What follows belongs to an exercise in optimizing a design on an open flow for small area, a short achievable clock period and few clock cycles; a production flow would make more cautious choices.
In this exercise RTL edits were held to simulation tests only and were not proved equivalent to the original.
Power and IR drop assume default switching activity.

build 79:
Design genetic_generation_engine_core, start of the top module:
module genetic_generation_engine_core (
  input  wire logic clk,
  input  wire logic rst,
  input  wire logic in_valid,
  output logic      in_ready,
  input  wire logic [11:0] in_data,
  output logic      out_valid,
  input  wire logic out_ready,
  output logic [16:0] out_data,
  input  wire logic cfg_valid,
  output logic      cfg_ready,
  input  wire logic [1:0] cfg_index,
  input  wire logic [31:0] cfg_data
);
clock: 8.0 ns
lec_check: 0
abc_area: 1
cap_margin: 20
core_margin: 2
core_utilization: 40
setup_slack_margin: 2.5
slew_margin: 20
run.sh (not shown) runs the stock make flow with config.mk's settings and CLKGATE_MAP_FILE= SYNTH_SCRIPT=/design/flow/synth_recipe.tcl, a recipe that flattens the netlist after the stock synthesis.
Testbench counts of build 79, summed over its fixed seeds: cycles 4,704.
[inputs] build 81 vs build 79
- CORE_UTILIZATION changed from 40 to 60
- ABC_AREA removed (was 1)
[summary]
Build 81 | stages: all done | timing, DRC, antenna: all pass. Comparing build 81 and build 79, the lower combinational power is on build 81. Relative to build 79, time the final worst path needs with I/O delays and setup has decreased by 0.0044 ns in build 81. Delta (build 81 minus build 79): period utilization was more or less identical; number of buffers created by CTS saw a decrease; final-layout worst hold slack -0.0057 ns.
What build 49 does differently from build 81 at the input level:
- CORE_UTILIZATION now 40, was 60
- SETUP_SLACK_MARGIN now 3.8, was 2.5
[summary]
Build 49 — share of power burned in combinational logic 2.9 points higher, build 81 as reference
On switching portion of total power, the lower figure sits with build 49, not build 81.
The cell area after placement number comes out lower for build 81 vs build 49.
When build 49 is measured against build 81, its met3 wire length turns out 34% lower.
From build 81 to build 49 the numbers moved as follows: required time reported for the critical path endpoint decreased 0.13 ns, die area increased 49%, synthesized area per cell essentially unchanged.
In the reports for build 81 and build 49, the smaller path length in cells of the critical path belongs to build 81.
The effective utilization at floorplan of build 49 falls short of that of build 81 by 20 points.
Build 49 ends up with a routed wire length that is 6.4% higher than in build 81.
[inputs] build 22 vs build 49
- changing SETUP_SLACK_MARGIN from 3.8 to 3.5
Notes after the runs:
- In the reports for build 22 and build 49, the smaller worst hold margin belongs to build 49.
- Build 22 — wire length reported by the detailed router 720 um lower, build 49 as reference
- In build 22 the shortest clock period the worst path allows after layout turned out 0.17 ns higher than in build 49.
Inputs modified between build 22 and build 90:
- TNS_END_PERCENT: unset -> 5
- SETUP_SLACK_MARGIN: 3.5 -> 3.8
[summary]
- Both conditions hold for build 90: the flow ran to the end and the final layout passed the timing, DRC and antenna checks.
- Reported for build 90 and build 22, total die area turned out identical to the last digit.
- Between build 90 and build 22, the part of the total power dissipated in the clock network is higher for build 90.
- Diff build 22 -> build 90: global-route usage moved up; remaining max-slew budget at the tightest pin moved down; placed instance count level; design area moved down; delay of the slowest critical-path stage moved down.
- In build 90, the routed wire length came out 1300 um above the value in build 22.
- Of build 90 and build 22, the run reporting the lower register share of total power was build 22.
- When build 90 is set beside build 22, its area share of buffers outside the clock network turns out to be 0.75 points smaller.

========
genetic_generation_engine_core again, from the RTL that the note above started with.
Design genetic_generation_engine_core, start of the top module:
module genetic_generation_engine_core (
  input  wire logic clk,
  input  wire logic rst,
  input  wire logic in_valid,
  output logic      in_ready,
  input  wire logic [11:0] in_data,
  output logic      out_valid,
  input  wire logic out_ready,
  output logic [16:0] out_data,
  input  wire logic cfg_valid,
  output logic      cfg_ready,
  input  wire logic [1:0] cfg_index,
  input  wire logic [31:0] cfg_data
);
==> flow/config.mk <==
export PLATFORM = sky130hd
export DESIGN_NAME = genetic_generation_engine_core
export DESIGN_NICKNAME = genetic_generation_engine_core
export VERILOG_FILES = /design/flow/design.v
export SDC_FILE = /design/flow/constraint.sdc
export NUM_CORES = 4
export LEC_CHECK = 0
export CAP_MARGIN = 20
export CORE_MARGIN = 2
export CORE_UTILIZATION = 40
export SETUP_SLACK_MARGIN = 3.2
export SLEW_MARGIN = 20
==> flow/constraint.sdc <==
create_clock -name core_clock -period 8.0 [get_ports {clk}]
set_input_delay 1.6000 -clock core_clock [delete_from_list [all_inputs] [get_ports {clk}]]
set_output_delay 1.6000 -clock core_clock [all_outputs]
set_load 0.01 [all_outputs]
The baseline went through all stages and came out clean.
Testbench counts at the start, summed over its fixed seeds: cycles 4,704.
Then changed:
Settings changed: TNS_END_PERCENT from default to 5.
- combinational power hardly moves
- sequential share of layout area is higher by 0.37 points
- maximum frequency stays flat
- die area stays the same
- sequential cell count stays the same
- worst setup slack barely changes
- synthesized cell count does not change
Then changed:
Settings changed: SETUP_SLACK_MARGIN 3.2 to 2.5, TNS_END_PERCENT 5 to default.
Power came out lower by 1.6%.
Combinational power came out lower by 6.0%.
Area after synthesis does not change.
Sequential share of layout area came out higher by 0.30 points.
Then changed:
Settings changed: SETUP_SLACK_MARGIN 2.5 to 4.2.
Result:
- The changed run finished with timing, DRC and antenna clean
- hold slack loses 0.0096 ns
- wire length rose by 7.0%
- count of clock-buffer cells in the layout went down by 5
- cell count goes up by 4.5%

[static timing again, ports no longer ideal]
In the flow no input, the clock included, has a driving cell. The finished layouts below were timed again as built, in two steps. Step 1 assumes that a clkbuf_16 drives the clock port and a buf_2 every other input. Step 2 adds t to the input delays and takes it off the output delays; t is the mean of the earliest and latest rising clock arrival at the registers after step 1. Input paths then give back, and output paths get back, about the clock's delay inside the block. a / b / c = ideal ports / drivers / drivers and shift; a / b = the first two.
run	t (ns)	setup WS [ns]	worst slew at a driven data input, ns
build 79	0.639	2.616 / 2.659 / 2.020	0.05
build 81	0.625	2.621 / 2.661 / 2.036	0.04
build 49	0.624	3.288 / 3.288 / 3.174	0.06
build 22	0.643	3.116 / 3.116 / 2.998	0.05
build 90	0.644	3.098 / 3.125 / 2.481	0.05
the first run of note 2	0.653	3.109 / 3.109 / 2.752	0.04
the second run of note 2	0.637	3.108 / 3.116 / 2.509	0.05
the third run of note 2	0.647	2.727 / 2.727 / 2.274	0.04
the fourth run of note 2	0.631	3.280 / 3.280 / 3.222	0.09
After both steps setup and hold are still met in every run listed. For build 90, which loses most, drivers alone change the setup slack by +0.027 ns; drivers and shift together by -0.617 ns.
